What follows belongs to an exercise in optimizing a design on an open flow for small area and a short achievable clock period; a production flow would make more cautious choices.
Where RTL was checked, it was by simulation tests only, not by an equivalence proof against the original.
No functional check of the RTL was part of runs 2 and 3.
Power figures rest on the tool's default switching activity, not on a simulated workload.

==> design.v <==
package store_buffer_pkg;
  localparam int ROB_ENTRIES = 32;
  localparam int ISSUE_WIDTH = 2;
  localparam int SB_ENTRIES  = 8;
  localparam int ROB_IDX_W   = $clog2(ROB_ENTRIES);
endpackage
module store_buffer_fwd_match #(
  parameter  int N  = 8,
  localparam int PW = $clog2(N)
) (
  input  logic [N-1:0]        valid_i,
  input  logic [N-1:0][29:0]  addr_i,
  input  logic [N-1:0][31:0]  data_i,
  input  logic [N-1:0][3:0]   be_i,
  input  logic [N-1:0]        tail_oh_i,
  input  logic [29:0]         ld_waddr_i,
  input  logic [3:0]          ld_be_i,
  output logic                hit_o,
  output logic                stall_o,
  output logic [31:0]         data_o
);
  function automatic logic [N-1:0] younger_mask(int i, int j);
    for (int t = 0; t < N; t++) begin
      younger_mask[t] = ((j - t + N) % N) > ((i - t + N) % N);
    end
  endfunction
  logic [N-1:0]        ne;
  logic [N-1:0]        sel;
  logic [N-1:0]        cov;
  logic [N-1:0][N-1:0] younger;
  for (genvar i = 0; i < N; i++) begin : g_cmp
    store_buffer_addr_ne u_ne (
      .a_i  (addr_i[i]),
      .b_i  (ld_waddr_i),
      .ne_o (ne[i])
    );
  end
  for (genvar i = 0; i < N; i++) begin : g_age
    for (genvar j = 0; j < N; j++) begin : g_pair
      localparam logic [N-1:0] MASK = younger_mask(i, j);
      assign younger[i][j] = |(tail_oh_i & MASK);
    end
  end
  always_comb begin
    for (int i = 0; i < N; i++) begin
      cov[i] = (ld_be_i & ~be_i[i]) == 4'b0000;
    end
  end
  store_buffer_fwd_pick #(
    .N (N)
  ) u_pick (
    .valid_i   (valid_i),
    .younger_i (younger),
    .ne_i      (ne),
    .sel_o     (sel)
  );
  logic [N-1:0][33:0] fwd_in;
  logic [33:0]        fwd_out;
  always_comb begin
    for (int i = 0; i < N; i++) begin
      fwd_in[i] = {~cov[i], cov[i], data_i[i]};
    end
  end
  store_buffer_oh_mux #(
    .N (N),
    .W (34)
  ) u_data_mux (
    .sel_i  (sel),
    .data_i (fwd_in),
    .data_o (fwd_out)
  );
  assign data_o  = fwd_out[31:0];
  assign hit_o   = fwd_out[32];
  assign stall_o = fwd_out[33];
endmodule
module store_buffer_addr_ne (
  input  logic [29:0] a_i,
  input  logic [29:0] b_i,
  output logic        ne_o
);
  logic [29:0] diff;
  logic [14:0] eq2;
  logic [4:0]  ne6;
  logic        eq18, eq12;
  assign diff = a_i ^ b_i;
  for (genvar k = 0; k < 15; k++) begin : g_eq2
    store_buffer_nor2 u_nor (.a_i (diff[2*k]), .b_i (diff[2*k+1]), .y_o (eq2[k]));
  end
  for (genvar k = 0; k < 5; k++) begin : g_ne6
    store_buffer_nand3 u_nand (.a_i (eq2[3*k]), .b_i (eq2[3*k+1]), .c_i (eq2[3*k+2]), .y_o (ne6[k]));
  end
  store_buffer_nor3 u_eq18 (.a_i (ne6[0]), .b_i (ne6[1]), .c_i (ne6[2]), .y_o (eq18));
  store_buffer_nor2 u_eq12 (.a_i (ne6[3]), .b_i (ne6[4]), .y_o (eq12));
  assign ne_o = ~(eq18 & eq12);
endmodule
module store_buffer_nor2 (
  input  logic a_i,
  input  logic b_i,
  output logic y_o
);
  assign y_o = ~(a_i | b_i);
endmodule
module store_buffer_nor3 (
  input  logic a_i,
  input  logic b_i,
  input  logic c_i,
  output logic y_o
);
  assign y_o = ~(a_i | b_i | c_i);
endmodule
module store_buffer_nand3 (
  input  logic a_i,
  input  logic b_i,
  input  logic c_i,
  output logic y_o
);
  assign y_o = ~(a_i & b_i & c_i);
endmodule
module store_buffer_fwd_pick #(
  parameter int N = 8
) (
  input  logic [N-1:0]        valid_i,
  input  logic [N-1:0][N-1:0] younger_i,
  input  logic [N-1:0]        ne_i,
  output logic [N-1:0]        sel_o
);
  always_comb begin
    for (int i = 0; i < N; i++) begin
      sel_o[i] = valid_i[i] && !ne_i[i] && (~ne_i & younger_i[i]) == '0;
    end
  end
endmodule
module store_buffer_oh_mux #(
  parameter int N = 8,
  parameter int W = 32
) (
  input  logic [N-1:0]        sel_i,
  input  logic [N-1:0][W-1:0] data_i,
  output logic [W-1:0]        data_o
);
  always_comb begin
    data_o = '0;
    for (int i = 0; i < N; i++) begin
      data_o = data_o | ({W{sel_i[i]}} & data_i[i]);
    end
  end
endmodule
module store_buffer_oh_mux8 #(
  parameter int W = 32
) (
  input  logic [7:0]        sel_i,
  input  logic [7:0][W-1:0] data_i,
  output logic [W-1:0]      data_o
);
  for (genvar b = 0; b < W; b++) begin : g_bit
    logic [2:0] part_n;
    store_buffer_aoi222 u_a (
      .a0_i (sel_i[0]), .b0_i (data_i[0][b]),
      .a1_i (sel_i[1]), .b1_i (data_i[1][b]),
      .a2_i (sel_i[2]), .b2_i (data_i[2][b]),
      .y_o  (part_n[0])
    );
    store_buffer_aoi222 u_b (
      .a0_i (sel_i[3]), .b0_i (data_i[3][b]),
      .a1_i (sel_i[4]), .b1_i (data_i[4][b]),
      .a2_i (sel_i[5]), .b2_i (data_i[5][b]),
      .y_o  (part_n[1])
    );
    assign part_n[2] = ~((sel_i[6] & data_i[6][b]) | (sel_i[7] & data_i[7][b]));
    assign data_o[b] = ~&part_n;
  end
endmodule
module store_buffer_aoi222 (
  input  logic a0_i,
  input  logic b0_i,
  input  logic a1_i,
  input  logic b1_i,
  input  logic a2_i,
  input  logic b2_i,
  output logic y_o
);
  assign y_o = ~((a0_i & b0_i) | (a1_i & b1_i) | (a2_i & b2_i));
endmodule
module store_buffer #(
  parameter  int SB_ENTRIES = store_buffer_pkg::SB_ENTRIES,
  parameter  int ROB_SIZE   = store_buffer_pkg::ROB_ENTRIES,
  localparam int IDX_BITS   = $clog2(ROB_SIZE)
) (
  input  logic                                clk,
  input  logic                                reset,
  input  logic                                st_wr_en,
  input  logic [IDX_BITS-1:0]                 st_wr_rob_idx,
  input  logic [31:0]                         st_wr_addr,
  input  logic [31:0]                         st_wr_data,
  input  logic [3:0]                          st_wr_be,
  input  logic [store_buffer_pkg::ISSUE_WIDTH-1:0]              commit_valid,
  input  logic [store_buffer_pkg::ISSUE_WIDTH-1:0]              commit_is_store,
  input  logic [store_buffer_pkg::ISSUE_WIDTH-1:0][IDX_BITS-1:0] commit_rob_idx,
  input  logic                                flush_en,
  output logic                                dc_req_valid,
  output logic [31:0]                         dc_req_addr,
  output logic [31:0]                         dc_req_data,
  output logic [3:0]                          dc_req_be,
  input  logic                                dc_req_ready,
  input  logic [31:0]                         ld_fwd_addr,
  input  logic [3:0]                          ld_fwd_be,
  output logic                                ld_fwd_hit,
  output logic                                ld_fwd_stall,
  output logic [31:0]                         ld_fwd_data,
  output logic                                sb_full,
  output logic                                sb_empty,
  output logic                                sb_err
);
  localparam int PW = $clog2(SB_ENTRIES);
  logic [SB_ENTRIES-1:0][IDX_BITS-1:0] rob_q;
  logic [SB_ENTRIES-1:0][29:0]         addr_q;
  logic [SB_ENTRIES-1:0][31:0]         data_q;
  logic [SB_ENTRIES-1:0][3:0]          be_q;
  logic [PW:0] head_q, cmt_q, tail_q;
  logic [PW:0] head_d, cmt_d, tail_d;
  logic        err_q, err_d;
  logic          full, empty, req_v, drain, wr_ok;
  logic          a0, a1;
  logic [PW:0]   avail;
  logic [IDX_BITS-1:0] rob_c0, rob_s1;
  logic [SB_ENTRIES-1:0] valid;
  logic [SB_ENTRIES-1:0] head_oh;
  logic unused_lo;
  assign unused_lo = ^{st_wr_addr[1:0], ld_fwd_addr[1:0]};
  assign full  = head_q == {~tail_q[PW], tail_q[PW-1:0]};
  assign empty = tail_q == head_q;
  assign req_v = cmt_q != head_q;
  assign drain = req_v && dc_req_ready;
  assign wr_ok = st_wr_en && !full && !flush_en;
  assign avail = tail_q - cmt_q;
  assign a0 = commit_valid[0] && commit_is_store[0];
  assign a1 = commit_valid[1] && commit_is_store[1];
  logic [SB_ENTRIES-1:0] cmt_oh, cmt1_oh, chk1_oh;
  always_comb begin
    for (int i = 0; i < SB_ENTRIES; i++) begin
      cmt_oh[i] = cmt_q[PW-1:0] == i[PW-1:0];
    end
  end
  assign cmt1_oh = {cmt_oh[SB_ENTRIES-2:0], cmt_oh[SB_ENTRIES-1]};
  assign chk1_oh = a0 ? cmt1_oh : cmt_oh;
  store_buffer_oh_mux8 #(
    .W (IDX_BITS)
  ) u_rob0_mux (
    .sel_i  (cmt_oh),
    .data_i (rob_q),
    .data_o (rob_c0)
  );
  store_buffer_oh_mux8 #(
    .W (IDX_BITS)
  ) u_rob1_mux (
    .sel_i  (chk1_oh),
    .data_i (rob_q),
    .data_o (rob_s1)
  );
  always_comb begin
    err_d = err_q;
    if (st_wr_en && full) err_d = 1'b1;
    if ((a0 || a1) && avail == '0) err_d = 1'b1;
    if (a0 && a1 && avail == (PW+1)'(1)) err_d = 1'b1;
    if (a0 && rob_c0 != commit_rob_idx[0]) err_d = 1'b1;
    if (a1 && rob_s1 != commit_rob_idx[1]) err_d = 1'b1;
    head_d = head_q + (PW+1)'(drain);
    cmt_d  = cmt_q + (PW+1)'(a0) + (PW+1)'(a1);
    tail_d = flush_en ? cmt_d : tail_q + (PW+1)'(wr_ok);
  end
  always_ff @(posedge clk or posedge reset) begin
    if (reset) begin
      head_q <= '0;
      cmt_q  <= '0;
      tail_q <= '0;
      err_q  <= 1'b0;
    end else begin
      head_q <= head_d;
      cmt_q  <= cmt_d;
      tail_q <= tail_d;
      err_q  <= err_d;
    end
  end
  always_ff @(posedge clk) begin
    for (int i = 0; i < SB_ENTRIES; i++) begin
      if (wr_ok && tail_q[PW-1:0] == PW'(i)) begin
        rob_q[i]  <= st_wr_rob_idx;
        addr_q[i] <= st_wr_addr[31:2];
        data_q[i] <= st_wr_data;
        be_q[i]   <= st_wr_be;
      end
    end
  end
  logic [SB_ENTRIES-1:0] tail_oh, ge_head, lt_tail;
  logic                  wrapped;
  assign wrapped = head_q[PW] != tail_q[PW];
  always_comb begin
    for (int i = 0; i < SB_ENTRIES; i++) begin
      head_oh[i] = head_q[PW-1:0] == i[PW-1:0];
      tail_oh[i] = tail_q[PW-1:0] == i[PW-1:0];
    end
    ge_head[0] = head_oh[0];
    lt_tail[0] = ~tail_oh[0];
    for (int i = 1; i < SB_ENTRIES; i++) begin
      ge_head[i] = ge_head[i-1] | head_oh[i];
      lt_tail[i] = lt_tail[i-1] & ~tail_oh[i];
    end
    valid = wrapped ? (ge_head | lt_tail) : (ge_head & lt_tail);
  end
  logic [SB_ENTRIES-1:0][65:0] head_in;
  logic [65:0]                 head_out;
  always_comb begin
    for (int i = 0; i < SB_ENTRIES; i++) begin
      head_in[i] = {addr_q[i], data_q[i], be_q[i]};
    end
  end
  store_buffer_oh_mux8 #(
    .W (66)
  ) u_head_mux (
    .sel_i  (head_oh),
    .data_i (head_in),
    .data_o (head_out)
  );
  assign dc_req_addr = {head_out[65:36], 2'b00};
  assign dc_req_data = head_out[35:4];
  assign dc_req_be   = head_out[3:0];
  assign dc_req_valid = req_v;
  assign sb_full  = full;
  assign sb_empty = empty;
  assign sb_err   = err_q;
  store_buffer_fwd_match #(
    .N (SB_ENTRIES)
  ) u_fwd (
    .valid_i    (valid),
    .addr_i     (addr_q),
    .data_i     (data_q),
    .be_i       (be_q),
    .tail_oh_i  (tail_oh),
    .ld_waddr_i (ld_fwd_addr[31:2]),
    .ld_be_i    (ld_fwd_be),
    .hit_o      (ld_fwd_hit),
    .stall_o    (ld_fwd_stall),
    .data_o     (ld_fwd_data)
  );
endmodule
==> flow/run.sh <==
#!/bin/bash
# Standard ORFS layout (standard.sh) with tuned port buffers, clock tree and timing repair target.
set -euo pipefail
bash standard.sh BUFFER_PORTS_ARGS=-buffer_cell\ sky130_fd_sc_hd__buf_1 CTS_ARGS=-sink_clustering_enable\ -repair_clock_nets\ -dont_use_dummy_load\ -buf_list\ sky130_fd_sc_hd__clkbuf_8\ -sink_clustering_size\ 15\ -sink_clustering_max_diameter\ 50 SETUP_SLACK_MARGIN=4.5 finish > flow_make.log 2>&1
==> standard.sh <==
#!/bin/bash
# synth_recipe.tcl (not shown) runs the flow's synth.tcl, then flattens the netlist and writes it again
# the make line also repeats each setting of config.mk as NAME=value (left out here)
make -C /OpenROAD-flow-scripts/flow DESIGN_CONFIG=/design/flow/config.mk WORK_HOME=/design/flow/orfs CLKGATE_MAP_FILE= SYNTH_SCRIPT=/design/flow/synth_recipe.tcl "${@:-finish}"
==> config.mk <==
export PLATFORM = sky130hd
export DESIGN_NAME = store_buffer
export DESIGN_NICKNAME = store_buffer
export VERILOG_FILES = /design/flow/design.v
export SDC_FILE = /design/flow/constraint.sdc
export NUM_CORES = 4
export LEC_CHECK = 0
export CAP_MARGIN = 20
export CORE_MARGIN = 2
export CORE_UTILIZATION = 70
export SLEW_MARGIN = 20
export SYNTH_HIERARCHICAL = 1
export SYNTH_MINIMUM_KEEP_SIZE = 0
==> constraint.sdc <==
create_clock -name core_clock -period 12.0 [get_ports {clk}]
set_input_delay 2.4000 -clock core_clock [delete_from_list [all_inputs] [get_ports {clk}]]
set_output_delay 2.4000 -clock core_clock [all_outputs]
set_load 0.01 [all_outputs]
==> out/qor.csv, run 1 <==
stage,metric,value,unit
status,run_status,"complete, no violations",
critical_path,crit_path_max_fanout,34,
yosys,syn-cell-area,26800,um2
global_route,tot_gr_track_use,37.0,%
yosys,post-synth-top-area-cell,sky130_fd_sc_hd__edfxtp_1,
floorplan,floorplan.initialDensity,71.1,%
clock_network,clock-sinks,581,
placement,place_hpwl,43200,um
drt,route.final.wire_length,75100,um
run,maxCapViolations,0,
clock_network,worst_skew_pair.late_latency,0.68,ns
sta,slew_violations,0,
drt,drtAntennaViolNets,0,
placement,io_buffers,227,
critical_path,critical_path.startpoint,ld_fwd_addr[12],
floorplan,design.core.area,37800,um2
drt,avg_wl_per_cell,28.4,um
sta,layout_min_cycle_time,7.44,ns
sta,final_min_period_over_clock_period,62.0,%
sta,achievable-frequency,134,MHz
critical_path,worstPathRequired,9.60,ns
clock_network,clock_tree_from_tritoncts,yes,
clock_network,cts_htree_levels,2,
drt,detail_route.drc_violations,0,
yosys,yosysUniqueCellTypes,49,
floorplan,die_y,200,um
clock_network,cts_buf_count,51,
sta,worst-slew-pin-transition,1.15,ns
critical_path,criticalPathCategory,in2out,
layout,area_delta_synth_final,8.33,%
worst_hold_path,worst_hold_path_type,reg2reg,
sta,final.setup.tns,0,ns
global_route,grt_first_pass_wirelength,108000,um
layout,num-nets-final,2270,
power,post-layout-total-power,0.00559,W
yosys,sequential_to_total_area_share_from_yosys_stat,64.8,%
yosys,synth_top_cell_area_share,63.5,%
sta,hold-worst-slack,0.561,ns
yosys,count_of_synthesis_stage_warnings_from_yosys,10,
sta,fin_skew,0.0731,ns
sta,relSlewSlack,23.0,%
global_route,grt_overflow,0,
floorplan,count_of_boundary_i_o_pins,234,
floorplan,die-area,39900,um2
yosys,leading_post_synthesis_cells_by_cell_area,"sky130_fd_sc_hd__edfxtp_1, sky130_fd_sc_hd__xor2_1, sky130_fd_sc_hd__a222oi_1, sky130_fd_sc_hd__a22oi_1, sky130_fd_sc_hd__nor2_1",
clock_network,clock_path_buffers,3,
drt,dr.pass1.iters,7,
yosys,synthMostInstantiatedCell,sky130_fd_sc_hd__edfxtp_1,
worst_hold_path,worst_hold_startpoint,head_q[3],
placement,finalWeightedCongestion,0.921,
yosys,synth.top_cells.by_count,"sky130_fd_sc_hd__edfxtp_1, sky130_fd_sc_hd__xor2_1, sky130_fd_sc_hd__a22oi_1, sky130_fd_sc_hd__nor2_1, sky130_fd_sc_hd__a222oi_1",
global_route,antenna_found_initial,4,
yosys,synthesized_instance_count,1867,
power,power.leakage,9.47,nW
global_route,grt_pass1_vias,18752,
global_route,grt_max_degree,67,
sta,grt_setup_unrepaired,false,
drt,drtIter0Drc,3025,
yosys,yosys_most_used_dff,sky130_fd_sc_hd__edfxtp_1,
critical_path,critical_path.startpoint_type,primary input,
yosys,ys_seq_elements,581,
layout,layout_fillers,2373,
layout,drive_above_1_share,10.0,%
drt,num_vias,18984,
clock_network,cts_hold_repair.buffers,0,
power,power-per-cell-area,192,nW/um2
drt,vias_per_cell,7.17,
yosys,synth_enable_flop_cells,568,
layout,postLayoutCoreUtil,77.0,%
critical_path,worst_ep_arrival_time,5.04,ns
floorplan,die_width,200,um
clock_network,post_cts_clock_slew_at_the_launch_and_capture_registers_of_the_worst_setup_and_hold_paths,0.09,ns
yosys,post_synthesis_area_per_instance,14.4,um2
critical_path,rr_startpoint,head_q[2],
critical_path,setup.worst_path.end_class,output pin,
sta,setup-violations-final,0,
clock_network,cts_root_buffer,sky130_fd_sc_hd__clkbuf_8,
sta,finalHoldViolCount,0,
yosys,synth_async_sr_flop_share,2.24,%
floorplan,rows,71,
power,maximum_resistive_drop_on_vdd,0.194,mV
==> cell families after synthesis <==
group / Yosys count / share of synthesized area (%)
fa+ha+maj: 15 / 0.709
buf+inv: 99 / 2.61
other cells: 2 / 0.0280
xor+xnor: 267 / 8.71
compound gates: 412 / 13.9
simple gates: 489 / 9.20
flops: 581 / 64.8
mux: 2 / 0.0839
==> layer usage <==
layer	GRT usage (%)	up-vias	routed length, um
met5	0	-	29
met4	18.2	4	3170
met3	6.96	248	9470
met2	59.3	1468	35600
met1	49.5	9212	26900
li1	-	8052	-
==> flip-flops by register name (all words and copies together) (netlist names) <==
register,flops
cmt_q,4
head_q,4
be_q,32
addr_q,240
tail_q,4
err_q,1
data_q,256
rob_q,40
==> worst paths after layout <==
| kind | to | slack (ns) | depth (start not counted) |
|---|---|---|---|
| worst max-delay path | ld_fwd_data[19] | 4.56 | 13 |
| worst min-delay path | head_q[3] | 0.56 | 1 |
| worst max register to register | rob_q[18] | 8.30 | 7 |
| worst min register to register | head_q[3] | 0.56 | 1 |
| max in group asynchronous | tail_q[3] | 9.88 | 2 |
| min in group asynchronous | err_q | 1.75 | 2 |
==> Yosys stat by module, one instance, submodules excluded, excerpt <==
module	flops+latches	times used	cells inside
store_buffer	581	1	752
store_buffer_addr_ne	0	8	31
store_buffer_aoi222	0	152	1
store_buffer_nand3	0	40	1
store_buffer_nor2	0	128	1
store_buffer_nor3	0	8	1
==> layout make-up <==
type	instances	area, um2	share of cell area (%)
Sequential cell	581	17400	59.8
Multi-Input combinational cell	1196	8930	30.7
Timing Repair Buffer	266	1270	4.38
Clock buffer	51	702	2.41
Tap cell	511	639	2.20
Inverter	36	135	0.465
Antenna cell	6	15.0	0.0516
==> power by group <==
part	total [W]	switching, W	leakage, nW	internal [W]
clock	0.000979	0.000601	0.367	0.000378
sequential	0.00256	0.000147	5.28	0.00241
combinational	0.00205	0.00137	3.83	0.000685
total	0.00559	0.00212	9.47	0.00348
==> critical path: stages <==
cell and delay, ns:
sky130_fd_sc_hd__buf_2 0.21, sky130_fd_sc_hd__xor2_1 0.23, sky130_fd_sc_hd__nor2_1 0.09, sky130_fd_sc_hd__nand3_1 0.15, sky130_fd_sc_hd__nor3_2 0.06, sky130_fd_sc_hd__nand2_1 0.15
sky130_fd_sc_hd__inv_1 0.18, sky130_fd_sc_hd__a2111oi_0 0.43, sky130_fd_sc_hd__and4_1 0.27, sky130_fd_sc_hd__buf_8 0.30, sky130_fd_sc_hd__a22oi_1 0.17, sky130_fd_sc_hd__nand4_1 0.15
sky130_fd_sc_hd__buf_1 0.21
==> metrics by stage <==
| stage | cells | instance area, um2 | worst slack (ns) |
|---|---|---|---|
| CTS | 2640 | 29000 | 4.51 |
| global placement | 2585 | 28200 | 4.02 |
| detailed placement | 2585 | 28200 | 3.94 |
| finish | 2647 | 29100 | 4.56 |
| floorplan | 1875 | 26900 | 4.63 |
| global route | 2643 | 29100 | 4.51 |
==> cell usage in the layout (no fill, tap or decap), types with 13 or more instances in the layout <==
| cell type | Yosys | routed |
|---|---|---|
| sky130_fd_sc_hd__nor2b_1 | 24 | 24 |
| sky130_fd_sc_hd__nand2_1 | 49 | 46 |
| sky130_fd_sc_hd__buf_2 | 11 | 30 |
| sky130_fd_sc_hd__nand4_1 | 36 | 36 |
| sky130_fd_sc_hd__nand3_1 | 124 | 124 |
| sky130_fd_sc_hd__dfrtp_1 | 13 | 13 |
| sky130_fd_sc_hd__xnor2_1 | 17 | 17 |
| sky130_fd_sc_hd__xor2_1 | 250 | 250 |
| sky130_fd_sc_hd__a22oi_2 | 39 | 39 |
| sky130_fd_sc_hd__nor2_1 | 167 | 161 |
| sky130_fd_sc_hd__clkbuf_8 | 0 | 52 |
| sky130_fd_sc_hd__buf_4 | 6 | 30 |
| sky130_fd_sc_hd__inv_1 | 35 | 33 |
| sky130_fd_sc_hd__nand2b_1 | 32 | 32 |
| sky130_fd_sc_hd__edfxtp_1 | 568 | 568 |
| sky130_fd_sc_hd__a22oi_1 | 173 | 173 |
| sky130_fd_sc_hd__a222oi_1 | 160 | 160 |
| sky130_fd_sc_hd__buf_1 | 0 | 194 |
==> timing repair <==
action / in CTS / in global routing
cloned: 1 / 1
endpoints found under the setup margin: 34 / 34
pin swaps: 3 / 1
buffers inserted: 3 / 0
gates resized for setup: 40 / 25
endpoints found under the hold margin: 0 / 0
==> run 2, diff against run 1 <==
--- a/design.v
+++ b/design.v
@@ -25,20 +25,22 @@
     end
   endfunction
   logic [N-1:0]        ne;
+  logic [N-1:0]        eq;
   logic [N-1:0]        sel;
   logic [N-1:0]        cov;
-  logic [N-1:0][N-1:0] younger;
+  logic [N-1:0][N-1:0] not_younger;
   for (genvar i = 0; i < N; i++) begin : g_cmp
     store_buffer_addr_ne u_ne (
       .a_i  (addr_i[i]),
       .b_i  (ld_waddr_i),
-      .ne_o (ne[i])
+      .ne_o (ne[i]),
+      .eq_o (eq[i])
     );
   end
   for (genvar i = 0; i < N; i++) begin : g_age
     for (genvar j = 0; j < N; j++) begin : g_pair
       localparam logic [N-1:0] MASK = younger_mask(i, j);
-      assign younger[i][j] = |(tail_oh_i & MASK);
+      assign not_younger[i][j] = ~|(tail_oh_i & MASK);
     end
   end
   always_comb begin
@@ -50,8 +52,9 @@
     .N (N)
   ) u_pick (
     .valid_i   (valid_i),
-    .younger_i (younger),
+    .not_younger_i (not_younger),
     .ne_i      (ne),
+    .eq_i      (eq),
     .sel_o     (sel)
   );
   logic [N-1:0][33:0] fwd_in;
@@ -76,7 +79,8 @@
 module store_buffer_addr_ne (
   input  logic [29:0] a_i,
   input  logic [29:0] b_i,
-  output logic        ne_o
+  output logic        ne_o,
+  output logic        eq_o
 );
   logic [29:0] diff;
   logic [14:0] eq2;
@@ -92,6 +96,7 @@
   store_buffer_nor3 u_eq18 (.a_i (ne6[0]), .b_i (ne6[1]), .c_i (ne6[2]), .y_o (eq18));
   store_buffer_nor2 u_eq12 (.a_i (ne6[3]), .b_i (ne6[4]), .y_o (eq12));
   assign ne_o = ~(eq18 & eq12);
+  store_buffer_and2 u_eq (.a_i (eq18), .b_i (eq12), .y_o (eq_o));
 endmodule
 module store_buffer_nor2 (
   input  logic a_i,
@@ -120,15 +125,56 @@
   parameter int N = 8
 ) (
   input  logic [N-1:0]        valid_i,
-  input  logic [N-1:0][N-1:0] younger_i,
+  input  logic [N-1:0][N-1:0] not_younger_i,
   input  logic [N-1:0]        ne_i,
+  input  logic [N-1:0]        eq_i,
   output logic [N-1:0]        sel_o
 );
-  always_comb begin
-    for (int i = 0; i < N; i++) begin
-      sel_o[i] = valid_i[i] && !ne_i[i] && (~ne_i & younger_i[i]) == '0;
-    end
-  end
+  for (genvar i = 0; i < N; i++) begin : g_ent
+    localparam int J0 = (i + 1) % N;
+    localparam int J1 = (i + 2) % N;
+    localparam int J2 = (i + 3) % N;
+    localparam int J3 = (i + 4) % N;
+    localparam int J4 = (i + 5) % N;
+    localparam int J5 = (i + 6) % N;
+    localparam int J6 = (i + 7) % N;
+    logic [N-1:0] old;
+    logic [3:0]   blk;
+    logic [1:0]   clr;
+    assign old = not_younger_i[i];
+    store_buffer_oai22 u_b0 (.a0_i (ne_i[J0]), .a1_i (old[J0]), .b0_i (ne_i[J1]), .b1_i (old[J1]), .y_o (blk[0]));
+    store_buffer_oai22 u_b1 (.a0_i (ne_i[J2]), .a1_i (old[J2]), .b0_i (ne_i[J3]), .b1_i (old[J3]), .y_o (blk[1]));
+    store_buffer_oai22 u_b2 (.a0_i (ne_i[J4]), .a1_i (old[J4]), .b0_i (ne_i[J5]), .b1_i (old[J5]), .y_o (blk[2]));
+    store_buffer_oai211 u_b3 (.a0_i (ne_i[J6]), .a1_i (old[J6]), .b_i (eq_i[i]), .c_i (valid_i[i]), .y_o (blk[3]));
+    store_buffer_nor2 u_c0 (.a_i (blk[0]), .b_i (blk[1]), .y_o (clr[0]));
+    store_buffer_nor2 u_c1 (.a_i (blk[2]), .b_i (blk[3]), .y_o (clr[1]));
+    store_buffer_and2 u_sel (.a_i (clr[0]), .b_i (clr[1]), .y_o (sel_o[i]));
+  end
+endmodule
+module store_buffer_oai22 (
+  input  logic a0_i,
+  input  logic a1_i,
+  input  logic b0_i,
+  input  logic b1_i,
+  output logic y_o
+);
+  assign y_o = ~((a0_i | a1_i) & (b0_i | b1_i));
+endmodule
+module store_buffer_oai211 (
+  input  logic a0_i,
+  input  logic a1_i,
+  input  logic b_i,
+  input  logic c_i,
+  output logic y_o
+);
+  assign y_o = ~((a0_i | a1_i) & b_i & c_i);
+endmodule
+module store_buffer_and2 (
+  input  logic a_i,
+  input  logic b_i,
+  output logic y_o
+);
+  assign y_o = a_i & b_i;
 endmodule
 module store_buffer_oh_mux #(
   parameter int N = 8,
==> out/qor.csv, run 2 <==
stage,metric,value,unit
drt,dr.pass1.iters,8,
floorplan,rows,71,
sta,final.setup.tns,0,ns
placement,io_buffers,227,
yosys,post_synthesis_area_per_instance,14.3,um2
status,run_status,"complete, no violations",
placement,place_worst_setup_slack,4.04,ns
layout,fin_cells,2642,
global_route,grt_pass1_vias,18788,
layout,largest_register,data_q,
floorplan,floorplan.initialDensity,71.1,%
global_route,tot_gr_track_use,37.1,%
yosys,count_of_synthesis_stage_warnings_from_yosys,9,
clock_network,clock-sinks,581,
global_route,grt_overflow,0,
placement,postPlaceCellArea,28000,um2
drt,num_vias,18984,
clock_network,cts_root_buffer,sky130_fd_sc_hd__clkbuf_8,
critical_path,criticalPathCategory,in2out,
critical_path,crit_path_max_fanout,10,
clock_network,cts_buf_count,51,
layout,drive_above_1_share,10.6,%
layout,flip_flop_count_of_the_largest_register_all_copies_and_words_added,256,
clock_network,post_cts_clock_slew_at_the_launch_and_capture_registers_of_the_worst_setup_and_hold_paths,0.08,ns
floorplan,design.core.area,37800,um2
sta,fin_skew,0.0340,ns
clock_network,cts_htree_levels,2,
layout,post-route-cell-area,29100,um2
placement,finalWeightedCongestion,0.919,
floorplan,die_y,200,um
yosys,synthesized_instance_count,1875,
floorplan,die_width,200,um
layout,most-common-layout-cells,"sky130_fd_sc_hd__edfxtp_1, sky130_fd_sc_hd__xor2_1, sky130_fd_sc_hd__buf_1",
worst_hold_path,worst_hold_path_type,reg2reg,
clock_network,clock_path_buffers,3,
clock_network,clock_tree_from_tritoncts,yes,
floorplan,count_of_boundary_i_o_pins,234,
power,maximum_resistive_drop_on_vdd,0.197,mV
sta,layout_min_cycle_time,7.49,ns
yosys,syn-cell-area,26900,um2
sta,slew_violations,0,
drt,route.final.wire_length,75200,um
sta,grt_setup_unrepaired,false,
run,maxCapViolations,0,
floorplan,die-area,39900,um2
power,power-per-cell-area,192,nW/um2
sta,finalHoldViolCount,0,
critical_path,critical_path.startpoint_type,primary input,
power,power.leakage,9.37,nW
sta,final_min_period_over_clock_period,62.4,%
layout,largestRegisters,"data_q: 256 flops, addr_q: 240 flops, rob_q: 40 flops",
sta,setup-violations-final,0,
layout,num-nets-final,2265,
placement,dpl.cell_count,2571,
sta,relSlewSlack,25.1,%
drt,drtIter0Drc,2866,
drt,vias_per_cell,7.19,
layout,mostFrequentLayoutCell,sky130_fd_sc_hd__edfxtp_1,
sta,finalWorstSetupSlack,4.51,ns
clock_network,worst_skew_pair.late_latency,0.69,ns
layout,area_delta_synth_final,8.25,%
drt,avg_wl_per_cell,28.5,um
drt,drtAntennaViolNets,0,
critical_path,worst_ep_arrival_time,5.09,ns
global_route,antenna_found_initial,7,
global_route,grt_first_pass_wirelength,109000,um
sta,achievable-frequency,133,MHz
power,post-layout-total-power,0.00558,W
global_route,grt_max_degree,67,
clock_network,cts_hold_repair.buffers,0,
drt,detail_route.drc_violations,0,
sta,worst-slew-pin-transition,1.12,ns
placement,place_hpwl,42900,um
critical_path,setup.worst_path.end_class,output pin,
critical_path,worstPathRequired,9.60,ns
-- run 2: worst paths after layout --
kind	from	end	slack, ns	cells past startpoint
worst max-delay path	ld_fwd_addr[13]	ld_fwd_data[30]	4.51	13
worst min-delay path	err_q	err_q	0.50	2
worst max register to register	head_q[2]	addr_q[150]	8.20	7
min in group asynchronous	reset	cmt_q[0]	1.73	2
worst min register to register	err_q	err_q	0.50	2
max in group asynchronous	reset	head_q[1]	9.92	2
-- run 2: area by class of cell --
class	instances	area, um2
Inverter	33	124
Multi-Input combinational cell	1198	8930
Timing Repair Buffer	262	1270
Sequential cell	581	17400
Clock buffer	51	702
Fill cell	2327	8690
Antenna cell	6	15.0
Tap cell	511	639
-- run 2: through the flow --
| step | hold slack (ns) | utilization (%) |
|---|---|---|
| after floorplan | 0.493 | - |
| after global placement | 0.477 | 74.3 |
| after detailed placement | 0.486 | 74.3 |
| after CTS | 0.506 | 76.2 |
| after global routing | 0.540 | 77.0 |
| final | 0.504 | 77.0 |
-- run 2: routing by layer --
metal	wire length (um)	share of wire [%]	track usage, %	vias to the layer above
met5	12	0.016	0	-
li1	-	-	-	8068
met4	2750	3.7	16.5	2
met1	27100	36	50.3	9219
met3	9890	13	7.93	213
met2	35500	47	58.8	1482
-- run 2: critical path, cell delays in order --
cell and delay, ns:
sky130_fd_sc_hd__buf_2 0.17, sky130_fd_sc_hd__xor2_1 0.20, sky130_fd_sc_hd__nor2_1 0.20, sky130_fd_sc_hd__nand3_1 0.16, sky130_fd_sc_hd__nor3_2 0.38, sky130_fd_sc_hd__nand2_2 0.22
sky130_fd_sc_hd__o211ai_2 0.24, sky130_fd_sc_hd__nor2_1 0.14, sky130_fd_sc_hd__and2_4 0.20, sky130_fd_sc_hd__buf_12 0.15, sky130_fd_sc_hd__a22oi_1 0.20, sky130_fd_sc_hd__nand4_1 0.22
sky130_fd_sc_hd__buf_1 0.18
-- run 2: report_power, final --
part | internal (W) | leakage (nW) | total (W) | switching, W
registers | 0.00241 | 5.28 | 0.00256 | 0.000145
clock network | 0.000378 | 0.367 | 0.000979 | 0.000601
logic | 0.000689 | 3.72 | 0.00204 | 0.00135
-- run 2: what timing repair did --
| item | in CTS | in global routing |
|---|---|---|
| cloned | 0 | 3 |
| pin swaps | 0 | 5 |
| setup endpoints to repair | 34 | 34 |
| resized for setup | 26 | 25 |
| buffers inserted | 0 | 10 |
==> run 3, diff against run 2 <==
==> flow/run.sh (replaced) <==
#!/bin/bash
# Standard ORFS layout (standard.sh) with tuned port buffers, clock tree and timing repair target.
set -euo pipefail
bash standard.sh BUFFER_PORTS_ARGS=-buffer_cell\ sky130_fd_sc_hd__buf_1 CTS_ARGS=-sink_clustering_enable\ -repair_clock_nets\ -dont_use_dummy_load\ -buf_list\ sky130_fd_sc_hd__clkbuf_8\ -sink_clustering_size\ 15\ -sink_clustering_max_diameter\ 50 SETUP_SLACK_MARGIN=5.0 finish > flow_make.log 2>&1
==> out/qor.csv, run 3 <==
stage,metric,value,unit
worst_hold_path,worst_hold_path_type,reg2reg,
clock_network,cts_htree_levels,2,
placement,finalWeightedCongestion,0.912,
global_route,grt_pass1_vias,18986,
sta,finalHoldViolCount,0,
critical_path,criticalPathCategory,in2out,
drt,avg_wl_per_cell,29.6,um
global_route,antenna_found_initial,7,
critical_path,crit_path_max_fanout,8,
yosys,count_of_synthesis_stage_warnings_from_yosys,9,
power,post-layout-total-power,0.00563,W
global_route,tot_gr_track_use,38.0,%
yosys,post_synthesis_area_per_instance,14.3,um2
clock_network,clock_path_buffers,3,
sta,grt_setup_unrepaired,true,
critical_path,timing.reg2reg.worst_path_depth,7,
drt,detail_route.drc_violations,0,
drt,dr.pass1.iters,10,
critical_path,critical_path.most_common_cell,sky130_fd_sc_hd__nor2_1,
layout,flip_flop_count_of_the_largest_register_all_copies_and_words_added,256,
sta,worst-slew-pin-transition,1.19,ns
critical_path,critical_path.cell_chain,"buf_4, xor2_1, nor2_1, nand3_2, nor3_4, nand2_4, buf_6, o22ai_2, nor2_1, and2_4, buf_12, a22oi_2, nand4_1, buf_2",
critical_path,setup.worst_path.end,ld_fwd_hit,
floorplan,floorplan.initialDensity,71.1,%
floorplan,design.core.area,37800,um2
floorplan,die-area,39900,um2
floorplan,die_y,200,um
yosys,synthesized_instance_count,1875,
sta,relSlewSlack,20.5,%
layout,most-common-layout-cells,"sky130_fd_sc_hd__edfxtp_1, sky130_fd_sc_hd__xor2_1, sky130_fd_sc_hd__buf_1",
sta,achievable-frequency,139,MHz
placement,place_hpwl,43400,um
sta,layout_min_cycle_time,7.21,ns
drt,route.final.wire_length,78700,um
critical_path,r2r_setup_slack,9.04,ns
sta,setup-violations-final,0,
critical_path,rr_startpoint,head_q[2],
power,maximum_resistive_drop_on_vdd,0.170,mV
drt,num_vias,19377,
critical_path,setup.worst_path.end_class,output pin,
run,maxCapViolations,0,
global_route,grt_overflow,0,
layout,largestRegisters,"data_q: 256 flops, addr_q: 240 flops, rob_q: 40 flops",
clock_network,post_cts_clock_slew_at_the_launch_and_capture_registers_of_the_worst_setup_and_hold_paths,0.08,ns
drt,drtAntennaViolNets,0,
sta,fin_skew,0.0429,ns
critical_path,critical_path.startpoint,ld_fwd_addr[7],
critical_path,critical-path-max-stage-delay,0.32,ns
layout,mostFrequentLayoutCell,sky130_fd_sc_hd__edfxtp_1,
clock_network,cts_buf_count,49,
yosys,syn-cell-area,26900,um2
critical_path,worst_ep_arrival_time,4.81,ns
global_route,grt_max_degree,67,
layout,area_delta_synth_final,13.1,%
layout,num-nets-final,2281,
clock_network,cts_root_buffer,sky130_fd_sc_hd__clkbuf_8,
critical_path,worst-path-stages,14,
placement,io_buffers,227,
critical_path,cp_slowest_cell,sky130_fd_sc_hd__nor3_4,
layout,postLayoutCoreUtil,80.4,%
sta,final.setup.tns,0,ns
layout,largest_register,data_q,
floorplan,count_of_boundary_i_o_pins,234,
floorplan,rows,71,
critical_path,worstPathRequired,9.60,ns
drt,vias_per_cell,7.28,
power,power.leakage,10.0,nW
sta,slew_violations,0,
clock_network,clock-sinks,581,
layout,post-route-cell-area,30400,um2
global_route,grt_first_pass_wirelength,111000,um
clock_network,clock_tree_from_tritoncts,yes,
status,run_status,"complete, no violations",
critical_path,critical_path.startpoint_type,primary input,
critical_path,worstPathBufferInverterCount,4,
layout,layout_fillers,2095,
floorplan,die_width,200,um
layout,drive_above_1_share,18.9,%
sta,final_min_period_over_clock_period,60.1,%
clock_network,worst_skew_pair.late_latency,0.69,ns
critical_path,cpLargestDelayFamily,simple AND/OR/NAND/NOR gates,
drt,drtIter0Drc,3103,
critical_path,r2r-end,addr_q[32],
power,power-per-cell-area,185,nW/um2
placement,postPlaceCellArea,28100,um2
## run 3: worst min-delay path by stage
stage	cells after the start	slack, ns	to	startpoint
3_3_place_gp	2	0.48	err_q	err_q
5_1_grt	2	0.56	err_q	err_q
4_1_cts	2	0.51	err_q	err_q
2_1_floorplan	1	0.49	cmt_q[1]	cmt_q[1]
6_report	2	0.51	err_q	err_q
3_5_place_dp	2	0.48	err_q	err_q
## run 3: report_power, final
group | internal [W] | leakage (nW) | switching, W
registers | 0.00241 | 5.28 | 0.000157
logic | 0.000701 | 4.37 | 0.00139
clock network | 0.000364 | 0.352 | 0.000608
total | 0.00348 | 10.0 | 0.00215
## run 3: cell type report
cell class              instances  area (um2)  share of cell area [%]
inverters                      33         124                   0.408
multi-input cells            1195        9660                    31.8
diodes                          9        22.5                  0.0742
repair buffers                283        1860                    6.12
clock buffers                  49         674                    2.22
well taps                     511         639                    2.11
flip-flops and latches        581       17400                    57.2
## run 3: layer usage
| layer | GRT usage (%) | share of wire [%] | up-vias |
|---|---|---|---|
| li1 | - | - | 8091 |
| met1 | 50.3 | 35 | 9485 |
| met2 | 60.4 | 47 | 1560 |
| met3 | 9.27 | 14 | 239 |
| met4 | 17.3 | 3.9 | 2 |
| met5 | 0 | 0.017 | - |
## run 3: worst register-to-register path, delay by kind of cell (launching register included)
family                    cells  cell delay (ns)
buffers and inverters         2             0.67
xor gates and xnor gates      1             0.20
DFF                           1             0.86
and+or+nand+nor               4             0.81
## run 3: timing repair
action	in CTS	in global routing
resized for setup	207	105
buffers inserted	5	1
cloned	7	7
pin swaps	50	40
endpoints found under the setup margin	34	34
hold buffers	0	0
## run 3: stage by stage
stage          setup slack (ns)  instances  hold WS [ns]
2_1_floorplan              5.61       1876         0.493
3_3_place_gp               4.25       2583         0.478
3_5_place_dp               4.20       2583         0.477
4_1_cts                    4.90       2644         0.507
5_1_grt                    4.73       2655         0.564
6_report                   4.79       2661         0.506
==> run 4, diff against run 3 <==
--- a/design.v
+++ b/design.v
@@ -26,7 +26,7 @@
   endfunction
   logic [N-1:0]        ne;
   logic [N-1:0]        eq;
-  logic [N-1:0]        sel;
+  logic [N-1:0]        sel_lo, sel_hi;
   logic [N-1:0]        cov;
   logic [N-1:0][N-1:0] not_younger;
   for (genvar i = 0; i < N; i++) begin : g_cmp
@@ -55,22 +55,32 @@
     .not_younger_i (not_younger),
     .ne_i      (ne),
     .eq_i      (eq),
-    .sel_o     (sel)
+    .sel_lo_o  (sel_lo),
+    .sel_hi_o  (sel_hi)
   );
-  logic [N-1:0][33:0] fwd_in;
+  logic [N-1:0][16:0] fwd_lo_in, fwd_hi_in;
   logic [33:0]        fwd_out;
   always_comb begin
     for (int i = 0; i < N; i++) begin
-      fwd_in[i] = {~cov[i], cov[i], data_i[i]};
+      fwd_lo_in[i] = {cov[i], data_i[i][15:0]};
+      fwd_hi_in[i] = {~cov[i], data_i[i][31:16]};
     end
   end
   store_buffer_oh_mux #(
     .N (N),
-    .W (34)
-  ) u_data_mux (
-    .sel_i  (sel),
-    .data_i (fwd_in),
-    .data_o (fwd_out)
+    .W (17)
+  ) u_lo_mux (
+    .sel_i  (sel_lo),
+    .data_i (fwd_lo_in),
+    .data_o ({fwd_out[32], fwd_out[15:0]})
+  );
+  store_buffer_oh_mux #(
+    .N (N),
+    .W (17)
+  ) u_hi_mux (
+    .sel_i  (sel_hi),
+    .data_i (fwd_hi_in),
+    .data_o ({fwd_out[33], fwd_out[31:16]})
   );
   assign data_o  = fwd_out[31:0];
   assign hit_o   = fwd_out[32];
@@ -128,7 +138,8 @@
   input  logic [N-1:0][N-1:0] not_younger_i,
   input  logic [N-1:0]        ne_i,
   input  logic [N-1:0]        eq_i,
-  output logic [N-1:0]        sel_o
+  output logic [N-1:0]        sel_lo_o,
+  output logic [N-1:0]        sel_hi_o
 );
   for (genvar i = 0; i < N; i++) begin : g_ent
     localparam int J0 = (i + 1) % N;
@@ -148,7 +159,8 @@
     store_buffer_oai211 u_b3 (.a0_i (ne_i[J6]), .a1_i (old[J6]), .b_i (eq_i[i]), .c_i (valid_i[i]), .y_o (blk[3]));
     store_buffer_nor2 u_c0 (.a_i (blk[0]), .b_i (blk[1]), .y_o (clr[0]));
     store_buffer_nor2 u_c1 (.a_i (blk[2]), .b_i (blk[3]), .y_o (clr[1]));
-    store_buffer_and2 u_sel (.a_i (clr[0]), .b_i (clr[1]), .y_o (sel_o[i]));
+    store_buffer_and2 u_sel_lo (.a_i (clr[0]), .b_i (clr[1]), .y_o (sel_lo_o[i]));
+    store_buffer_and2 u_sel_hi (.a_i (clr[0]), .b_i (clr[1]), .y_o (sel_hi_o[i]));
   end
 endmodule
 module store_buffer_oai22 (
==> out/qor.csv, run 4 <==
stage,metric,value,unit
clock_network,cts_hold_repair.buffers,0,
clock_network,clock-sinks,581,
power,switching_power_total,0.00215,W
global_route,grt_first_pass_wirelength,110000,um
drt,uppermost_layer_routed,met4,
yosys,post_synthesis_area_per_instance,14.3,um2
power,internal-power,0.00349,W
floorplan,floorplan.initialDensity,71.2,%
critical_path,worst_ep_arrival_time,4.77,ns
layout,most-common-layout-cells,"sky130_fd_sc_hd__edfxtp_1, sky130_fd_sc_hd__xor2_1, sky130_fd_sc_hd__buf_1",
sta,setup-violations-final,0,
global_route,grt_pass1_vias,18949,
global_route,grt_overflow,0,
floorplan,rows,71,
clock_network,worst_skew_pair.late_latency,0.69,ns
critical_path,critical_path.cell_chain,"buf_4, xor2_1, nor2_1, nand3_2, nor3_4, nand2_4, o211ai_2, nor2_4, and2_4, a22oi_1, nand4_1, buf_2",
placement,finalWeightedCongestion,0.926,
layout,drive_above_1_share,17.1,%
placement,dpl.cell_count,2582,
power,power-per-cell-area,188,nW/um2
yosys,syn-cell-area,26900,um2
layout,fin_cells,2661,
global_route,tot_gr_track_use,37.5,%
sta,final_min_period_over_clock_period,59.8,%
run,maxCapViolations,0,
yosys,synthesized_instance_count,1883,
yosys,count_of_synthesis_stage_warnings_from_yosys,9,
critical_path,criticalPathCategory,in2out,
critical_path,crit_path_max_fanout,9,
drt,num_vias,19197,
drt,drtIter0Drc,3114,
global_route,antenna_found_initial,3,
placement,place_hpwl,43600,um
sta,grt_setup_unrepaired,true,
floorplan,die_width,200,um
sta,fin_skew,0.0856,ns
floorplan,count_of_boundary_i_o_pins,234,
placement,io_buffers,227,
drt,drt-met1-wl,26800,um
clock_network,post_cts_clock_slew_at_the_launch_and_capture_registers_of_the_worst_setup_and_hold_paths,0.07,ns
drt,wl_met2,36400,um
worst_hold_path,worst_hold_path_type,reg2reg,
power,share_seq_of_total_power,45.5,%
sta,worst-slew-pin-transition,1.14,ns
sta,finalHoldViolCount,0,
sta,relSlewSlack,24.1,%
drt,wl_met3,10300,um
global_route,grt_max_degree,67,
clock_network,cts_buf_count,49,
layout,layout_fillers,2176,
layout,largestRegisters,"data_q: 256 flops, addr_q: 240 flops, rob_q: 40 flops",
status,run_status,"complete, no violations",
critical_path,cp_slowest_cell,sky130_fd_sc_hd__o211ai_2,
critical_path,setup.worst_path.end_class,output pin,
sta,slew_violations,0,
power,maximum_resistive_drop_on_vdd,0.148,mV
critical_path,critical_path.startpoint_type,primary input,
layout,mostFrequentLayoutCell,sky130_fd_sc_hd__edfxtp_1,
sta,layout_min_cycle_time,7.17,ns
power,part_of_the_total_power_dissipated_in_the_clock_network,17.1,%
critical_path,r2r_setup_slack,8.59,ns
drt,route.final.wire_length,76500,um
critical_path,cpLargestDelayFamily,simple AND/OR/NAND/NOR gates,
clock_network,clock_path_buffers,3,
drt,detail_route.drc_violations,0,
clock_network,clock_tree_from_tritoncts,yes,
drt,vias_per_cell,7.21,
sta,achievable-frequency,139,MHz
power,sw_frac_of_total,38.1,%
floorplan,die_y,200,um
layout,flip_flop_count_of_the_largest_register_all_copies_and_words_added,256,
layout,num-nets-final,2286,
sta,final.setup.tns,0,ns
drt,dr.pass1.iters,9,
drt,drtAntennaViolNets,0,
critical_path,worstPathRequired,9.60,ns
floorplan,design.core.area,37800,um2
critical_path,worstPathBufferInverterCount,2,
clock_network,cts_root_buffer,sky130_fd_sc_hd__clkbuf_8,
drt,avg_wl_per_cell,28.7,um
layout,largest_register,data_q,
clock_network,cts_htree_levels,2,
power,share_comb_of_total_power,37.5,%
critical_path,critical-path-max-stage-delay,0.28,ns
power,power.leakage,9.91,nW
layout,area_delta_synth_final,11.8,%
floorplan,die-area,40000,um2
run 4: path summary, 6_finish.rpt:
check | cells after the start | startpoint | endpoint
worst max-delay path | 12 | ld_fwd_addr[2] | ld_fwd_data[15]
worst max register to register | 7 | head_q[2] | data_q[95]
max in group asynchronous | 2 | reset | cmt_q[0]
min in group asynchronous | 2 | reset | head_q[2]
worst min register to register | 2 | err_q | err_q
worst min-delay path | 2 | err_q | err_q
run 4: metal layers:
layer / vias up / global-route usage (%)
met3: 228 / 8.22
met4: 0 / 15.5
met2: 1503 / 61.1
li1: 8104 / -
met5: - / 0
met1: 9362 / 49.6
run 4: final cells by class:
| type | count | area, um2 | area share, % |
|---|---|---|---|
| inverter | 33 | 124 | 0.412 |
| clock buffer | 49 | 674 | 2.24 |
| sequential | 581 | 17400 | 57.8 |
| tap | 511 | 639 | 2.13 |
| timing repair buffer | 271 | 1510 | 5.02 |
| antenna | 4 | 10.0 | 0.0333 |
| multi-input combinational | 1212 | 9720 | 32.3 |
run 4: through the flow:
step | cell area [um2] | total power [W] | hold WS (ns) | worst slack (ns) | utilization (%)
2_1_floorplan | 26900 | 0.00388 | 0.493 | 5.60 | -
3_3_place_gp | 28100 | 0.00456 | 0.469 | 4.18 | 74.5
3_5_place_dp | 28100 | 0.00459 | 0.477 | 4.10 | 74.5
4_1_cts | 29500 | 0.00555 | 0.494 | 4.93 | 78.0
5_1_grt | 30100 | 0.00586 | 0.534 | 4.84 | 79.6
6_report | 30100 | 0.00564 | 0.494 | 4.83 | 79.6
run 4: timing repair:
action,CTS,global route
setup endpoints to repair,34,34
buffers inserted,13,1
pin swaps,39,67
gates resized for setup,160,127
gates cloned,3,7
run 4: tightest hold or removal path: stages, from the launching register on:
cell	delay, ns
sky130_fd_sc_hd__dfrtp_1	0.35
sky130_fd_sc_hd__a21oi_1	0.05
sky130_fd_sc_hd__nand4_1	0.07
run 4: power groups by stage:
stage | clock network [W] | logic [W] | registers, W
after floorplan | 0 | 0.00134 | 0.00254
after global placement | 0 | 0.00196 | 0.00259
after detailed placement | 0 | 0.00199 | 0.00260
after CTS | 0.000966 | 0.00203 | 0.00256
after global routing | 0.00104 | 0.00224 | 0.00258
final | 0.000962 | 0.00211 | 0.00257
==> run 5, diff against run 4 <==
--- a/config.mk
+++ b/config.mk
@@ -7,7 +7,7 @@
 export LEC_CHECK = 0
 export CAP_MARGIN = 20
 export CORE_MARGIN = 2
-export CORE_UTILIZATION = 70
+export CORE_UTILIZATION = 80
 export SLEW_MARGIN = 20
 export SYNTH_HIERARCHICAL = 1
 export SYNTH_MINIMUM_KEEP_SIZE = 0
==> out/qor.csv, run 5 <==
stage,metric,value,unit
status,run_status,"complete, no violations",
clock_network,cts_buf_count,47,
floorplan,count_of_boundary_i_o_pins,234,
global_route,grt_overflow,0,
drt,drtAntennaViolNets,0,
global_route,grt_first_pass_wirelength,111000,um
layout,sequential_cell_area,17400,um2
drt,vias_per_cell,8.03,
clock_network,cts_htree_levels,2,
floorplan,die_y,187,um
sta,hold-worst-slack,0.522,ns
critical_path,critical_path.startpoint_type,primary input,
sta,grt_setup_unrepaired,true,
yosys,count_of_synthesis_stage_warnings_from_yosys,9,
clock_network,clock_path_buffers,3,
sta,final.setup.tns,0,ns
critical_path,cp_slowest_cell,sky130_fd_sc_hd__a22oi_1,
layout,area_delta_synth_final,13.6,%
layout,area_used_by_multi_input_combinational_logic,9960,um2
placement,io_buffers,227,
placement,place_hpwl,44500,um
clock_network,cts_root_buffer,sky130_fd_sc_hd__clkbuf_8,
layout,most-common-layout-cells,"sky130_fd_sc_hd__edfxtp_1, sky130_fd_sc_hd__xor2_1, sky130_fd_sc_hd__buf_1",
sta,relSlewSlack,25.7,%
layout,layout_fillers,1118,
critical_path,worst_ep_arrival_time,5.05,ns
floorplan,floorplan.initialDensity,80.8,%
critical_path,criticalPathCategory,in2out,
power,power.leakage,10.1,nW
sta,worst-slew-pin-transition,1.11,ns
clock_network,post_cts_clock_slew_at_the_launch_and_capture_registers_of_the_worst_setup_and_hold_paths,0.07,ns
drt,avg_wl_per_cell,32.5,um
floorplan,design.core.area,33300,um2
critical_path,worstPathRequired,9.60,ns
sta,achievable-frequency,134,MHz
sta,slew_violations,0,
sta,layout_min_cycle_time,7.45,ns
critical_path,cpLargestDelayFamily,simple AND/OR/NAND/NOR gates,
drt,dr.pass1.iters,13,
critical_path,worstPathBufferInverterCount,3,
clock_network,worst_skew_pair.late_latency,0.66,ns
yosys,post_synthesis_area_per_instance,14.3,um2
placement,finalWeightedCongestion,0.928,
power,power-per-cell-area,188,nW/um2
sta,fin_skew,0.0873,ns
layout,mostFrequentLayoutCell,sky130_fd_sc_hd__edfxtp_1,
sta,setup-violations-final,0,
drt,route.final.wire_length,85100,um
worst_hold_path,worst_hold_path_type,reg2reg,
global_route,grt_max_degree,67,
layout,largestRegisters,"data_q: 256 flops, addr_q: 240 flops, rob_q: 40 flops",
power,maximum_resistive_drop_on_vdd,0.165,mV
critical_path,setup.worst_path.end_class,output pin,
global_route,antenna_found_initial,4,
global_route,grt_pass1_vias,19787,
clock_network,clock_tree_from_tritoncts,yes,
floorplan,die-area,35100,um2
critical_path,r2r_setup_slack,8.08,ns
sta,final_min_period_over_clock_period,62.1,%
floorplan,die_width,187,um
clock_network,clock-sinks,581,
critical_path,critical_path.cell_chain,"buf_12, xor2_1, nor2_1, nand3_2, nor3_4, nand2_4, o22ai_1, nor2_1, and2_4, buf_12, a22oi_1, nand4_1, buf_2",
drt,num_vias,20995,
global_route,tot_gr_track_use,41.9,%
sta,finalHoldViolCount,0,
critical_path,critical-path-max-stage-delay,0.34,ns
run,maxCapViolations,0,
drt,drtIter0Drc,4472,
yosys,synthesized_instance_count,1883,
drt,detail_route.drc_violations,0,
floorplan,rows,67,
layout,num-nets-final,2305,
layout,largest_register,data_q,
yosys,syn-cell-area,26900,um2
critical_path,crit_path_max_fanout,8,
layout,flip_flop_count_of_the_largest_register_all_copies_and_words_added,256,
layout,drive_above_1_share,20.3,%
run 5: metrics by stage:
stage	power, W	std cells	area (um2)	setup WS [ns]	utilization (%)
after global routing	0.00587	2616	30600	4.61	91.8
after global placement	0.00452	2520	28100	4.28	84.3
final	0.00573	2616	30600	4.55	91.8
after detailed placement	0.00458	2520	28100	4.10	84.3
after CTS	0.00549	2577	29100	4.98	87.5
after floorplan	0.00388	1884	26900	5.60	-
run 5: power breakdown:
group | internal, W | switching [W]
combinational | 0.000708 | 0.00148
clock | 0.000350 | 0.000609
sequential | 0.00241 | 0.000168
run 5: worst min-delay path, cell delays in order (launching register included):
cell	delay, ns
sky130_fd_sc_hd__dfrtp_1	0.36
sky130_fd_sc_hd__a21oi_1	0.06
sky130_fd_sc_hd__nand4_1	0.07
run 5: path summary, 6_finish.rpt:
path,from,end,depth (start not counted)
max in group asynchronous,reset,tail_q[2],2
min,err_q,err_q,2
max reg2reg,head_q[2],rob_q[34],7
max,ld_fwd_addr[4],ld_fwd_data[2],13
min reg2reg,err_q,err_q,2
min in group asynchronous,reset,tail_q[0],2
run 5: cell type report:
type                            count  share of cell area [%]
Clock buffer                       47                    2.12
Antenna cell                        3                  0.0246
Sequential cell                   581                    56.9
Inverter                           33                   0.405
Tap cell                          448                    1.83
Timing Repair Buffer              297                    6.17
Multi-Input combinational cell   1207                    32.6
run 5: timing repair:
item / in CTS / in global routing
pin swaps: 20 / 92
endpoints found under the setup margin: 34 / 34
setup buffers: 10 / 29
endpoints found under the hold margin: 0 / 0
hold buffers: 0 / 0
cloned: 0 / 7
resized for setup: 121 / 257
run 5: metal layers:
layer	global-route usage (%)	wire [um]
met3	9.44	14000
met2	68.2	39200
met4	23.1	6590
met5	0	0
met1	53.1	25300
==> run 6, diff against run 5 <==
==> flow/run.sh (replaced) <==
#!/bin/bash
# Standard ORFS layout (standard.sh) with tuned port buffers, clock tree and timing repair target.
set -euo pipefail
bash standard.sh BUFFER_PORTS_ARGS=-buffer_cell\ sky130_fd_sc_hd__buf_1 CTS_ARGS=-sink_clustering_enable\ -repair_clock_nets\ -dont_use_dummy_load\ -buf_list\ sky130_fd_sc_hd__clkbuf_8\ -sink_clustering_size\ 15\ -sink_clustering_max_diameter\ 50 SETUP_SLACK_MARGIN=4.6 finish > flow_make.log 2>&1
--- a/config.mk
+++ b/config.mk
@@ -7,7 +7,7 @@
 export LEC_CHECK = 0
 export CAP_MARGIN = 20
 export CORE_MARGIN = 2
-export CORE_UTILIZATION = 80
+export CORE_UTILIZATION = 70
 export SLEW_MARGIN = 20
 export SYNTH_HIERARCHICAL = 1
 export SYNTH_MINIMUM_KEEP_SIZE = 0
==> out/qor.csv, run 6 <==
stage,metric,value,unit
status,run_status,"complete, no violations",
floorplan,count_of_boundary_i_o_pins,234,
critical_path,r2r-end,addr_q[194],
clock_network,cts_root_buffer,sky130_fd_sc_hd__clkbuf_8,
sta,hold-worst-slack,0.514,ns
layout,largestRegisters,"data_q: 256 flops, addr_q: 240 flops, rob_q: 40 flops",
drt,num_vias,18938,
critical_path,setup.worst_path.end_class,output pin,
sta,finalHoldViolCount,0,
layout,largest_register,data_q,
worst_hold_path,whs_endpoint,err_q,
critical_path,crit_path_max_fanout,17,
drt,avg_wl_per_cell,28.1,um
power,power.leakage,9.30,nW
drt,detail_route.drc_violations,0,
floorplan,rows,71,
worst_hold_path,min_path_cells,2,
placement,postPlaceCellArea,28100,um2
drt,drtIter0Drc,2834,
layout,most-common-layout-cells,"sky130_fd_sc_hd__edfxtp_1, sky130_fd_sc_hd__xor2_1, sky130_fd_sc_hd__buf_1",
run,maxCapViolations,0,
layout,mostFrequentLayoutCell,sky130_fd_sc_hd__edfxtp_1,
yosys,syn-cell-area,26900,um2
sta,layout_min_cycle_time,7.37,ns
critical_path,timing.reg2reg.worst_path_depth,7,
sta,worst-slew-pin-transition,1.13,ns
drt,vias_per_cell,7.19,
placement,dpl.cell_count,2582,
layout,flip_flop_count_of_the_largest_register_all_copies_and_words_added,256,
sta,grt_setup_unrepaired,false,
layout,post-route-cell-area,28900,um2
power,power-per-cell-area,192,nW/um2
sta,final_min_period_over_clock_period,61.4,%
global_route,grt_overflow,0,
yosys,synthesized_instance_count,1883,
layout,area_delta_synth_final,7.49,%
clock_network,cts_htree_levels,2,
clock_network,cts_buf_count,49,
worst_hold_path,worst_hold_startpoint,err_q,
placement,finalWeightedCongestion,0.909,
clock_network,cts_hold_repair.buffers,0,
clock_network,clock-sinks,581,
critical_path,worstPathRequired,9.60,ns
yosys,post_synthesis_area_per_instance,14.3,um2
layout,num-nets-final,2261,
placement,place_hpwl,44300,um
yosys,count_of_synthesis_stage_warnings_from_yosys,9,
drt,drtAntennaViolNets,0,
sta,relSlewSlack,24.5,%
sta,fin_skew,0.0426,ns
floorplan,die_width,200,um
floorplan,design.core.area,37800,um2
sta,setup-violations-final,0,
critical_path,r2r_setup_slack,8.57,ns
critical_path,worst_ep_arrival_time,4.97,ns
clock_network,clock_path_buffers,3,
layout,layout_fillers,2334,
clock_network,post_cts_clock_slew_at_the_launch_and_capture_registers_of_the_worst_setup_and_hold_paths,0.07,ns
global_route,grt_max_degree,67,
critical_path,criticalPathCategory,in2out,
clock_network,clock_tree_from_tritoncts,yes,
sta,final.setup.tns,0,ns
clock_network,worst_skew_pair.late_latency,0.64,ns
global_route,grt_first_pass_wirelength,109000,um
floorplan,die-area,40000,um2
worst_hold_path,worst_hold_path_type,reg2reg,
global_route,grt_pass1_vias,18580,
critical_path,critical_path.startpoint_type,primary input,
power,maximum_resistive_drop_on_vdd,0.138,mV
critical_path,rr_startpoint,head_q[2],
layout,fin_cells,2634,
placement,io_buffers,227,
sta,slew_violations,0,
sta,achievable-frequency,136,MHz
drt,dr.pass1.iters,12,
drt,route.final.wire_length,74000,um
global_route,tot_gr_track_use,37.0,%
floorplan,floorplan.initialDensity,71.2,%
layout,drive_above_1_share,10.5,%
floorplan,die_y,200,um
global_route,antenna_found_initial,6,
## run 6: worst max path at each step
stage / cells past startpoint / start / slack, ns / endpoint
floorplan: 4 / head_q[1] / 4.62 / dc_req_addr[10]
global placement: 12 / ld_fwd_addr[26] / 4.20 / ld_fwd_stall
detailed placement: 12 / ld_fwd_addr[2] / 4.13 / ld_fwd_data[29]
CTS: 12 / ld_fwd_addr[18] / 4.60 / ld_fwd_data[29]
global route: 12 / ld_fwd_addr[10] / 4.62 / ld_fwd_stall
finish: 12 / ld_fwd_addr[9] / 4.63 / ld_fwd_data[29]
## run 6: final cells by class
class	count	area, um2	share of cell area, %
diodes	2	5.00	0.0173
clock buffers	49	674	2.33
inverters	33	124	0.428
multi-input cells	1203	8980	31.0
flip-flops and latches	581	17400	60.1
well taps	511	639	2.21
repair buffers	255	1110	3.85
## run 6: stage by stage
stage	total power [W]	utilization, %	setup slack [ns]
after floorplan	0.00388	-	4.62
after global routing	0.00579	76.6	4.62
final	0.00555	76.6	4.63
after CTS	0.00552	76.4	4.60
after global placement	0.00455	74.5	4.20
after detailed placement	0.00459	74.5	4.13
## run 6: critical path: stages
cell and delay [ns]:
sky130_fd_sc_hd__buf_2 0.18, sky130_fd_sc_hd__xor2_1 0.20, sky130_fd_sc_hd__nor2_1 0.17, sky130_fd_sc_hd__nand3_1 0.17, sky130_fd_sc_hd__nor3_2 0.28, sky130_fd_sc_hd__nand2_1 0.24
sky130_fd_sc_hd__o22ai_1 0.23, sky130_fd_sc_hd__nor2_1 0.07, sky130_fd_sc_hd__and2_2 0.36, sky130_fd_sc_hd__a22oi_1 0.29, sky130_fd_sc_hd__nand4_1 0.19, sky130_fd_sc_hd__buf_1 0.17
## run 6: what timing repair did
| item | 4_1_cts | 5_1_grt |
|---|---|---|
| setup endpoints to repair | 34 | 34 |
| pin swaps | 0 | 0 |
| gates resized for setup | 43 | 27 |
| setup buffers | 0 | 0 |
| endpoints found under the hold margin | 0 | 0 |
## run 6: power by group
group / total, W / switching [W] / internal (W)
Combinational: 0.00204 / 0.00136 / 0.000686
Sequential: 0.00256 / 0.000146 / 0.00241
Clock: 0.000951 / 0.000587 / 0.000364
## run 6: layer usage
metal	share of wire (%)	global-route usage [%]	vias up
li1	-	-	8051
met1	35	48.3	9253
met2	49	60.9	1372
met3	12	7.66	256
met4	3.9	16.0	6
met5	0.043	0	-

==> what the ideal ports hide <==
The flow's constraints put no driver on any port. The routed layouts listed below were extracted and timed again, unchanged, in two steps.
Step 1 sets driving cells, clkbuf_16 on the clock port and buf_2 on the other inputs (assumed; they add their load-dependent delay and slew).
Step 2, shift: input delay + t, output delay - t, t = (earliest + latest rising clock arrival at the registers) / 2. This alone moves slack from input paths to output paths.
Slacks: ideal ports / drivers / drivers and shift; pairs: ideal ports / drivers.
run | t (ns) | setup slack, ns | hold slack, ns | slew at the worst register clock pin (ns) | cell pins on the clock port's net
run 1 | 0.692 | 4.561 / 4.525 / 4.525 | 0.561 / 0.561 / 0.561 | 0.10 / 0.10 | 1
run 2 | 0.720 | 4.508 / 4.490 / 4.490 | 0.504 / 0.504 / 0.504 | 0.10 / 0.10 | 1
run 3 | 0.713 | 4.785 / 4.723 / 4.723 | 0.506 / 0.506 / 0.506 | 0.10 / 0.10 | 1
run 4 | 0.702 | 4.828 / 4.775 / 4.775 | 0.494 / 0.494 / 0.494 | 0.10 / 0.10 | 1
run 5 | 0.671 | 4.549 / 4.464 / 4.464 | 0.522 / 0.522 / 0.522 | 0.11 / 0.11 | 1
run 6 | 0.680 | 4.634 / 4.592 / 4.592 | 0.514 / 0.514 / 0.514 | 0.09 / 0.09 | 1
After both steps every run listed still meets setup and hold. The setup slack of run 5, which loses most, moves by -0.085 ns with the drivers and by -0.085 ns with both steps.
